Background: an optimization exercise with open tools, aiming at small area, a short achievable clock period and few clock cycles per item. Do not read the settings as production practice. RTL that was checked went through simulation tests only; none was proved equivalent to the original. The RTL of run 2 was laid out without a check of its function.

==> flow/design.v, too long to show whole: its modules and the start of the top module <==
// module ex_muldiv_unit: 777 lines
// module ex_muldiv_abs32: 13 lines
// module ex_muldiv_cout32: 22 lines
// module ex_muldiv_add32: 27 lines
module ex_muldiv_unit (
  input  logic        clk,
  input  logic        rst,
  input  logic        start_i,
  input  logic [2:0]  op_i,
  input  logic [31:0] rs1_i,
  input  logic [31:0] rs2_i,
  input  logic [4:0]  rd_addr_i,
  input  logic        flush_i,
  output logic        busy_o,
  output logic        done_o,
  output logic [31:0] result_o,
  output logic [4:0]  rd_addr_o
);
  // ...
==> flow/run.sh <==
#!/bin/bash
# synth_recipe.tcl (not shown) runs the flow's synth.tcl, then flattens the netlist and writes it again
# the make line also repeats each setting of config.mk as NAME=value (left out here)
make -C /OpenROAD-flow-scripts/flow DESIGN_CONFIG=/design/flow/config.mk WORK_HOME=/design/flow/orfs CLKGATE_MAP_FILE= SYNTH_SCRIPT=/design/flow/synth_recipe.tcl finish
==> flow/config.mk <==
export PLATFORM = sky130hd
export DESIGN_NAME = ex_muldiv_unit
export DESIGN_NICKNAME = ex_muldiv_unit
export VERILOG_FILES = /design/flow/design.v
export SDC_FILE = /design/flow/constraint.sdc
export NUM_CORES = 4
export LEC_CHECK = 0
export CAP_MARGIN = 30
export CORE_MARGIN = 2
export CORE_UTILIZATION = 40
export SETUP_SLACK_MARGIN = 5
export SLEW_MARGIN = 30
export SYNTH_HIERARCHICAL = 1
==> flow/constraint.sdc <==
create_clock -name core_clock -period 11.0 [get_ports {clk}]
set_input_delay 2.2000 -clock core_clock [delete_from_list [all_inputs] [get_ports {clk}]]
set_output_delay 2.2000 -clock core_clock [all_outputs]
set_load 0.01 [all_outputs]
==> flow_summary_export.csv, run 1 <==
group,metric,value,unit
run_status,status,"finished clean",
setup_path,cp-startpoint,"selhi_q",
sta,tns,0,ns
floorplanning,start_util,40.3,%
sta,rsz0062_at_grt,"yes",
finish,fillers,6449,
setup_path,cp_num_buf_inv,4,
floorplanning,die_width,262,um
logic_synthesis,synthXorXnorAreaFrac,11.8,%
logic_synthesis,yosys-top-cells-count,"nand2_1, inv_1, dfxtp_1",
sta,fmax,166,MHz
logic_synthesis,yosys.area_share.simple,13.0,%
setup_path,cpMostUsedCell,"buf_4",
sta,holdWs,0.588,ns
logic_synthesis,synth_top_family_by_area,"compound AO/OA/AOI/OAI gates",
setup_path,crit_family,"compound AO/OA/AOI/OAI gates",
logic_synthesis,synth_area_leaders,"dfxtp_1, fa_1, ha_1",
finish,diodes,2,
sta,period_share,54.6,%
clock_tree,cts_tree,"done",
finish,largest_reg_flops,64,
placement,dp.cells,4055,
setup_path,slowest_delay,0.39,ns
setup_path,crit_cells,15,
setup_path,critPathKind,"reg -> out",
setup_path,arrival,3.81,ns
finish,dominant_cells,"multi-input combinational cells",
clock_tree,cts_sinks,220,
grt,overflow,0,
setup_path,path_cells,"buf_4 -> buf_16 -> mux2i_4 -> xnor2_2 -> ha_4 -> a21oi_2 -> nor2_2 -> o2111ai_2 -> nand4b_1 -> buf_4 -> a31oi_4 -> nand2b_1 -> a21oi_1 -> xnor2_1 -> clkdlybuf4s15_2",
drt,topRoutingLayerUsed,"met5",
logic_synthesis,synth_edf_count,0,
floorplanning,die_area,0.0684,sq mm
setup_path,start_kind,"flop",
drt,num_vias,25459,
run,max_cap_violations,0,
logic_synthesis,ys_async_sr_fraction,1.82,%
min_path,hold_end,"cnt_q[2]",
Testbench counts, summed over its fixed seeds: cycles 19,280, ops 4,000.
==> inputs of run 2 (changes only) <==
--- a/flow/design.v
+++ b/flow/design.v
@@ -40,34 +40,35 @@
   assign b_neg = e2;
   ex_muldiv_abs32 u_abs (.v(rs1_i), .neg(a_neg), .m(a_mag));
   logic quick;
   assign quick = (rs2_i == 32'd0) | (({1'b0, n1} + {2'd0, a_neg}) < {1'b0, n2});
   logic [32:0] a_q;       
   logic [31:0] b_q;       
   logic        dcin_q, dz_q;
   logic        selhi_q;   
+  logic        selc_q;    
   logic        neg_q;     
   logic        negc_q;    
   always_ff @(posedge clk) begin
     selhi_q <= op_i[2] ? op_i[1] : (op_i[1:0] != 2'd0);
+    selc_q  <= (op_i[1:0] != 2'd0);
     neg_q   <= op_i[2] & (op_i[1] ? a_neg : (a_neg ^ b_neg) | (rs2_i == 32'd0));
     negc_q  <= op_i[2] & (op_i[1] ? a_neg : (a_neg ^ b_neg) & (rs2_i != 32'd0));
     a_q    <= sel ? {e2 & ~op_i[2], rs2_i ^ {32{op_i[2] & ~b_neg}}} : {e1, rs1_i};
     b_q    <= op_i[2] ? a_mag : swap ? rs1_i : rs2_i;
     dcin_q <= ~b_neg;
     dz_q   <= (rs2_i == 32'd0);
   end
   logic [63:0] acc_q, acc_d;      
   logic [63:0] accc_q, accc_d;    
   logic [3:0]  cnt_q, cnt_d;
   logic        clo_q;             
   logic [7:0] byte1, byte2, byte_nx;
   logic [1:0] idx_nx;
-  logic [8:0] c9_nx;
   always_comb begin
     case (n1)
       2'd0:    byte1 = rs1_i[7:0];
       2'd1:    byte1 = rs1_i[15:8];
       2'd2:    byte1 = rs1_i[23:16];
       default: byte1 = rs1_i[31:24];
     endcase
     case (n2)
@@ -79,27 +80,34 @@
     idx_nx = cnt_q[1:0] - 2'd1;
     case (idx_nx)
       2'd0:    byte_nx = b_q[7:0];
       2'd1:    byte_nx = b_q[15:8];
       2'd2:    byte_nx = b_q[23:16];
       default: byte_nx = b_q[31:24];
     endcase
   end
-  assign c9_nx = s_idle ? (swap ? {e1, byte1} : {e2, byte2}) : {1'b0, byte_nx};
-  logic [4:0] bone_q, btwo_q, bneg_q;
-  logic [10:0] cx;
-  assign cx = {c9_nx[8], c9_nx, 1'b0};
-  always_ff @(posedge clk) begin
+  function automatic logic [14:0] booth9(input logic [8:0] c);
+    logic [10:0] cx;
+    logic [4:0]  one, two, neg;
+    cx = {c[8], c, 1'b0};
     for (int j = 0; j < 5; j++) begin
-      bone_q[j] <= cx[2*j+1] ^ cx[2*j];
-      btwo_q[j] <= (cx[2*j+2] & ~cx[2*j+1] & ~cx[2*j]) | (~cx[2*j+2] & cx[2*j+1] & cx[2*j]);
-      bneg_q[j] <= cx[2*j+2];
+      one[j] = cx[2*j+1] ^ cx[2*j];
+      two[j] = (cx[2*j+2] & ~cx[2*j+1] & ~cx[2*j]) | (~cx[2*j+2] & cx[2*j+1] & cx[2*j]);
+      neg[j] = cx[2*j+2];
     end
-  end
+    booth9 = {one, two, neg};
+  endfunction
+  logic [14:0] bd1, bd2, bdn;
+  assign bd1 = booth9({e1, byte1});
+  assign bd2 = booth9({e2, byte2});
+  assign bdn = booth9({1'b0, byte_nx});
+  logic [4:0] bone_q, btwo_q, bneg_q;
+  always_ff @(posedge clk)
+    {bone_q, btwo_q, bneg_q} <= s_idle ? (swap ? bd1 : bd2) : bdn;
   logic [63:0] mac_s, mac_c;
   logic mb0, mb1, mb2, mb3, mb4, mb5, mb6, mb7, mb8, mb9, mb10, mb11, mb12, mb13, mb14, mb15, mb16, mb17, mb18, mb19, mb20, mb21, mb22, mb23, mb24, mb25, mb26, mb27, mb28, mb29, mb30, mb31, mb32, mb33, mb34, mb35, mb36, mb37, mb38, mb39, mb40, mb41, mb42, mb43, mb44, mb45, mb46, mb47, mb48, mb49, mb50, mb51, mb52, mb53, mb54, mb55, mb56, mb57, mb58, mb59, mb60, mb61, mb62, mb63, mb64, mb65, mb66, mb67, mb68, mb69, mb70, mb71, mb72, mb73, mb74, mb75, mb76, mb77, mb78, mb79, mb80, mb81, mb82, mb83, mb84, mb85, mb86, mb87, mb88, mb89, mb90, mb91, mb92, mb93, mb94, mb95, mb96, mb97, mb98, mb99, mb100, mb101, mb102, mb103, mb104, mb105, mb106, mb107, mb108, mb109, mb110, mb111, mb112, mb113, mb114, mb115, mb116, mb117, mb118, mb119, mb120, mb121, mb122, mb123, mb124, mb125, mb126, mb127, mb128, mb129, mb130, mb131, mb132, mb133, mb134, mb135, mb136, mb137, mb138, mb139, mb140, mb141, mb142, mb143, mb144, mb145, mb146, mb147, mb148, mb149, mb150, mb151, mb152, mb153, mb154, mb155, mb156, mb157, mb158, mb159, mb160, mb161, mb162, mb163, mb164, mb165, mb166, mb167, mb168, mb169, mb170, mb171, mb172, mb173, mb174, mb175, mb176, mb177, mb178, mb179, mb180, mb181, mb182, mb183, mb184, mb185, mb186, mb187, mb188, mb189, mb190, mb191, mb192, mb193, mb194, mb195, mb196, mb197, mb198, mb199, mb200, mb201, mb202, mb203, mb204, mb205, mb206, mb207, mb208, mb209, mb210, mb211, mb212, mb213, mb214, mb215, mb216, mb217, mb218, mb219, mb220, mb221, mb222, mb223, mb224, mb225, mb226, mb227, mb228, mb229, mb230, mb231, mb232, mb233, mb234, mb235, mb236, mb237, mb238, mb239, mb240, mb241, mb242, mb243, mb244, mb245, mb246, mb247, mb248, mb249, mb250, mb251, mb252, mb253, mb254, mb255, mb256, mb257, mb258, mb259, mb260, mb261, mb262, mb263, mb264, mb265, mb266, mb267, mb268, mb269, mb270, mb271, mb272, mb273, mb274, mb275, mb276, mb277, mb278, mb279, mb280, mb281, mb282, mb283, mb284, mb285, mb286, mb287, mb288, mb289, mb290, mb291, mb292, mb293, mb294, mb295, mb296, mb297, mb298, mb299, mb300, mb301, mb302, mb303, mb304, mb305, mb306, mb307, mb308, mb309, mb310, mb311, mb312, mb313, mb314, mb315, mb316, mb317, mb318, mb319, mb320, mb321, mb322, mb323, mb324, mb325, mb326, mb327, mb328, mb329, mb330, mb331, mb332, mb333, mb334, mb335, mb336, mb337, mb338, mb339, mb340, mb341, mb342, mb343, mb344, mb345, mb346, mb347, mb348, mb349, mb350, mb351, mb352, mb353, mb354, mb355, mb356, mb357, mb358, mb359, mb360, mb361, mb362, mb363, mb364, mb365, mb366, mb367, mb368, mb369, mb370, mb371, mb372, mb373, mb374, mb375, mb376, mb377, mb378, mb379, mb380, mb381, mb382, mb383, mb384, mb385, mb386, mb387, mb388, mb389, mb390, mb391, mb392, mb393, mb394, mb395, mb396, mb397, mb398, mb399, mb400, mb401, mb402, mb403, mb404, mb405, mb406, mb407, mb408, mb409, mb410, mb411, mb412, mb413, mb414, mb415, mb416, mb417, mb418, mb419, mb420, mb421, mb422, mb423, mb424, mb425, mb426, mb427, mb428, mb429, mb430, mb431, mb432, mb433, mb434, mb435, mb436, mb437, mb438, mb439, mb440, mb441, mb442, mb443, mb444, mb445, mb446, mb447, mb448, mb449, mb450, mb451, mb452, mb453, mb454, mb455, mb456, mb457, mb458, mb459, mb460, mb461, mb462, mb463, mb464, mb465, mb466, mb467, mb468, mb469, mb470, mb471, mb472, mb473, mb474, mb475, mb476, mb477, mb478, mb479, mb480, mb481, mb482, mb483, mb484, mb485, mb486, mb487, mb488, mb489, mb490, mb491, mb492, mb493, mb494, mb495, mb496, mb497, mb498, mb499, mb500, mb501, mb502, mb503, mb504, mb505, mb506, mb507, mb508, mb509, mb510, mb511, mb512, mb513, mb514, mb515, mb516, mb517, mb518, mb519, mb520, mb521, mb522, mb523, mb524, mb525, mb526, mb527, mb528, mb529, mb530, mb531, mb532, mb533, mb534, mb535, mb536, mb537, mb538, mb539, mb540, mb541, mb542, mb543, mb544, mb545, mb546, mb547, mb548, mb549, mb550, mb551, mb552, mb553, mb554, mb555, mb556, mb557, mb558, mb559, mb560, mb561, mb562, mb563, mb564, mb565, mb566, mb567, mb568, mb569, mb570, mb571, mb572, mb573, mb574, mb575, mb576, mb577, mb578, mb579, mb580, mb581, mb582, mb583, mb584, mb585, mb586, mb587, mb588, mb589, mb590, mb591, mb592, mb593, mb594, mb595, mb596, mb597, mb598, mb599, mb600, mb601, mb602, mb603, mb604, mb605, mb606, mb607;
   assign mb0 = ((bone_q[0] & a_q[0])) ^ bneg_q[0];
   assign mb1 = ((bone_q[0] & a_q[1]) | (btwo_q[0] & a_q[0])) ^ bneg_q[0];
   assign mb2 = ((bone_q[0] & a_q[2]) | (btwo_q[0] & a_q[1])) ^ bneg_q[0];
   assign mb3 = ((bone_q[0] & a_q[3]) | (btwo_q[0] & a_q[2])) ^ bneg_q[0];
   assign mb4 = ((bone_q[0] & a_q[4]) | (btwo_q[0] & a_q[3])) ^ bneg_q[0];
   assign mb5 = ((bone_q[0] & a_q[5]) | (btwo_q[0] & a_q[4])) ^ bneg_q[0];
@@ -762,18 +770,18 @@
     acc_q   <= acc_d;
     accc_q  <= accc_d;
     cnt_q   <= s_idle ? {2'd0, swap ? n1 : n2} : cnt_d;
     clo_q   <= s_mul & mac_clo;
   end
   logic        cin;
   logic [31:0] x, y, sum;
   assign x   = (selhi_q ? acc_q[63:32] : acc_q[31:0]) ^ {32{neg_q}};
-  assign y   = selhi_q ? accc_q[63:32] : accc_q[31:0];
-  assign cin = negc_q | (selhi_q & clo_q);
+  assign y   = selc_q ? accc_q[63:32] : accc_q[31:0];
+  assign cin = negc_q | (selc_q & clo_q);
   ex_muldiv_add32 u_add (.x(x), .y(y), .cin(cin), .s(sum));
   assign result_o  = sum;
   assign busy_o    = accept | s_mul | s_norm | s_div;
   assign done_o    = s_done;
   assign rd_addr_o = rd_addr_i;
 endmodule
 module ex_muldiv_abs32 (
   input  logic [31:0] v,
==> run 2 against run 1 <==
Still clean. Global-route usage shrank 0.42 points. Final cell count grew 0.87%.
==> flow_summary_export.csv, run 2 <==
group,metric,value,unit
clock_tree,cts_buffers,28,
drt,avgRoutedWirePerCell,26.6,um
logic_synthesis,netlist_area,0.0269,sq mm
finish,area.growth.synth_to_final,13.1,%
finish,fin_util,45.5,%
logic_synthesis,ys_async_sr_fraction,1.81,%
finish,drive_gt1_share,9.74,%
clock_tree,clock_latency,0.58,ns
sta,worst_pin_slew,0.995,ns
placement,io_buffers,104,
setup_path,worst-r2r-setup-slack,5.14,ns
logic_synthesis,synth_top_cell_by_area,"dfxtp_1",
sta,fin_worst_skew,0.0238,ns
placement,place_congestion,0.980,
logic_synthesis,synth.most_common_cell,"inv_1",
clock_tree,clkTransAtPathRegs,0.06,ns
grt,grt_pass1_wl,163,mm
finish,reg_top3,"acc_q x64, accc_q x63, a_q x33",
logic_synthesis,synth_cells,3272,
grt,grt_max_degree,74,
logic_synthesis,synth.yosys.seq_area_share,16.5,%
sta,setup_violations,0,
finish,layout_common_cells,"inv_1, nand2_1, dfxtp_1, o21ai_0, xnor2_1",
logic_synthesis,synth_area_leaders,"dfxtp_1, fa_1, ha_1",
floorplanning,io_pins,115,
logic_synthesis,synth_cell_types,115,
logic_synthesis,synthFlopType,"dfxtp_1",
drt,avgViaCountPerCell,6.17,
sta,relSlewSlack,33.1,%
finish,regMostFlops,"acc_q",
logic_synthesis,yosys-top-cells-count,"inv_1, nand2_1, dfxtp_1",
floorplanning,rows,95,
drt,wl_met2,48.8,mm
clock_tree,cts_root_buffer,"clkbuf_16",
run,max_cap_violations,0,
setup_path,r2r-start,"a_q[3]",
setup_path,cp_data_required_time,8.80,ns
sta,hold_viol,0,
floorplanning,core,0.0668,sq mm
clock_tree,htreeDepth,1,
sta,maxSlewViolCount,0,
finish,layout_commonest_cell,"inv_1",
run_status,status,"finished clean",
placement,dp_slack,4.58,ns
clock_tree,cts_buffer_depth,3,
setup_path,arrival,3.84,ns
sta,holdWs,0.537,ns
grt,overflow,0,
logic_synthesis,synth_edf_count,0,
sta,finalCriticalPeriod,6.04,ns
sta,period_share,55.0,%
setup_path,timing.rr.end,"acc_q[55]",
min_path,hold_class,"reg -> reg",
setup_path,cp-endpoint,"result_o[22]",
drt,routed_wirelength,112,mm
drt,drt_iter0_drc,3411,
floorplanning,die_h,263,um
sta,rsz0062_at_grt,"yes",
setup_path,worstPathMaxFanout,8,
setup_path,worstRegToRegCells,22,
logic_synthesis,postSynthNetCount,3675,
drt,wl_met1,45.7,mm
floorplanning,die_area,0.0692,sq mm
clock_tree,cts_sinks,221,
drt,topRoutingLayerUsed,"met5",
logic_synthesis,synth-seq-cells,221,
clock_tree,cts_tree,"done",
grt,grt_pass1_vias,24491,
drt,dr.pass1.iters,7,
drt,drc,0,
logic_synthesis,ys_warn_count,14,
setup_path,worstSetupEndpointType,"output port",
setup_path,cp-startpoint,"selhi_q",
sta,layout_setup_ws,4.96,ns
drt,ant_nets,0,
drt,num_vias,25857,
finish,largest_reg_flops,64,
floorplanning,die_width,263,um
grt,antenna_found_initial,3,
floorplanning,start_util,40.2,%
setup_path,start_kind,"flop",
logic_synthesis,synth.avg_cell_area,8.21,sq um
setup_path,critPathKind,"reg -> out",
drt,met3_length,11.1,mm
placement,dp_hpwl,84.9,mm
logic_synthesis,yosys.area.top_type_share,16.2,%
sta,fmax,165,MHz
finish,nets,3698,
sta,tns,0,ns
grt,grt_usage,31.1,%
-- run 2: cell families after synthesis --
family / count (synthesis) / share of synthesized area [%]
AOI/OAI and AO/OA: 868 / 22.2
xor gates and xnor gates: 365 / 11.9
buffers and inverters: 519 / 7.67
adders and majority gates: 329 / 19.8
and+or+nand+nor: 747 / 13.4
other: 1 / 0.0140
DFF: 221 / 16.5
muxes: 222 / 8.45
-- run 2: metrics by stage --
stage	cell area [sq um]	std cells
after floorplan	26900	3272
after global placement	28600	4096
after detailed placement	28600	4096
after CTS	29900	4160
after global routing	30400	4190
final	30400	4192
-- run 2: worst min path at each step --
stage / cells past startpoint / slack [ns] / end / from
after floorplan: 2 / 0.49 / acc_q[5] / acc_q[3]
after global placement: 2 / 0.51 / acc_q[10] / acc_q[8]
after detailed placement: 2 / 0.52 / acc_q[10] / acc_q[8]
after CTS: 2 / 0.54 / acc_q[10] / acc_q[8]
after global routing: 2 / 0.56 / acc_q[13] / acc_q[11]
final: 2 / 0.54 / acc_q[10] / acc_q[8]
-- run 2: layer usage --
layer / vias up / track usage (%)
met5: - / 0
met4: 6 / 13.8
met3: 317 / 4.96
met2: 1574 / 48.2
met1: 12467 / 42.7
li1: 11493 / -
-- run 2: layout make-up --
cell class	instances	area, sq um
clock buffers	41	821
inverters	297	1120
clock inverters	11	171
fillers	6670	36400
flip-flops and latches	221	4460
repair buffers	215	2020
multi-input cells	2532	20700
diodes	2	5.00
well taps	873	1090
-- run 2: critical path, stage by stage, from the launching register on --
cell           delay, ns
dfxtp_4             0.48
buf_12              0.17
mux2i_2             0.22
xnor2_1             0.11
ha_1                0.37
a21oi_1             0.14
nand2_1             0.09
o2111ai_2           0.22
nand4b_1            0.21
buf_4               0.19
buf_6               0.11
a31oi_4             0.27
nand2b_1            0.14
buf_4               0.15
xor2_1              0.12
dlygate4sd2_1       0.28
-- run 2: what timing repair did --
item / 4_1_cts / 5_1_grt
resized for setup: 38 / 65
setup endpoints to repair: 38 / 49
setup buffers: 10 / 28
gates cloned: 2 / 1
hold buffers: 0 / 0
pin swaps: 6 / 26
-- run 2: per-module statistics from Yosys, one instance, submodules excluded --
module / cells / cell area [sq um] / flops+latches
ex_muldiv_unit: 2911 / 24200 / 221
ex_muldiv_add32: 202 / 1510 / 0
ex_muldiv_abs32: 87 / 746 / 0
ex_muldiv_cout32: 72 / 449 / 0

afterwards: timing with drivers on the ports:
The flow's constraints put no driver on any port. The routed layouts listed below were extracted and timed again, unchanged, in two steps.
Step 1 (the two cells are an assumption about what drives the block):
set clk [get_ports {clk}]
set_driving_cell -lib_cell sky130_fd_sc_hd__clkbuf_16 $clk
set_driving_cell -lib_cell sky130_fd_sc_hd__buf_2 [delete_from_list [all_inputs] $clk]
Step 2 moves the port delays by t, midway between the first and last clock arrival at a register: inputs arrive t later, outputs are due t later. That takes back most of the time a late clock gives input paths.
Three values: ideal ports, drivers, drivers and shift; two values: the first two.
| run | shift t [ns] | setup WS [ns] | latest minus earliest clock arrival (ns) | pins driven straight from the clock port |
|---|---|---|---|---|
| run 1 | 0.645 | 4.993 / 4.928 / 4.616 | 0.032 / 0.032 | 1 |
| run 2 | 0.630 | 4.955 / 4.893 / 4.763 | 0.024 / 0.024 | 1 |
After both steps setup and hold are still met in every run listed. The setup slack of run 1, which loses most, moves by -0.065 ns with the drivers and by -0.377 ns with both steps.
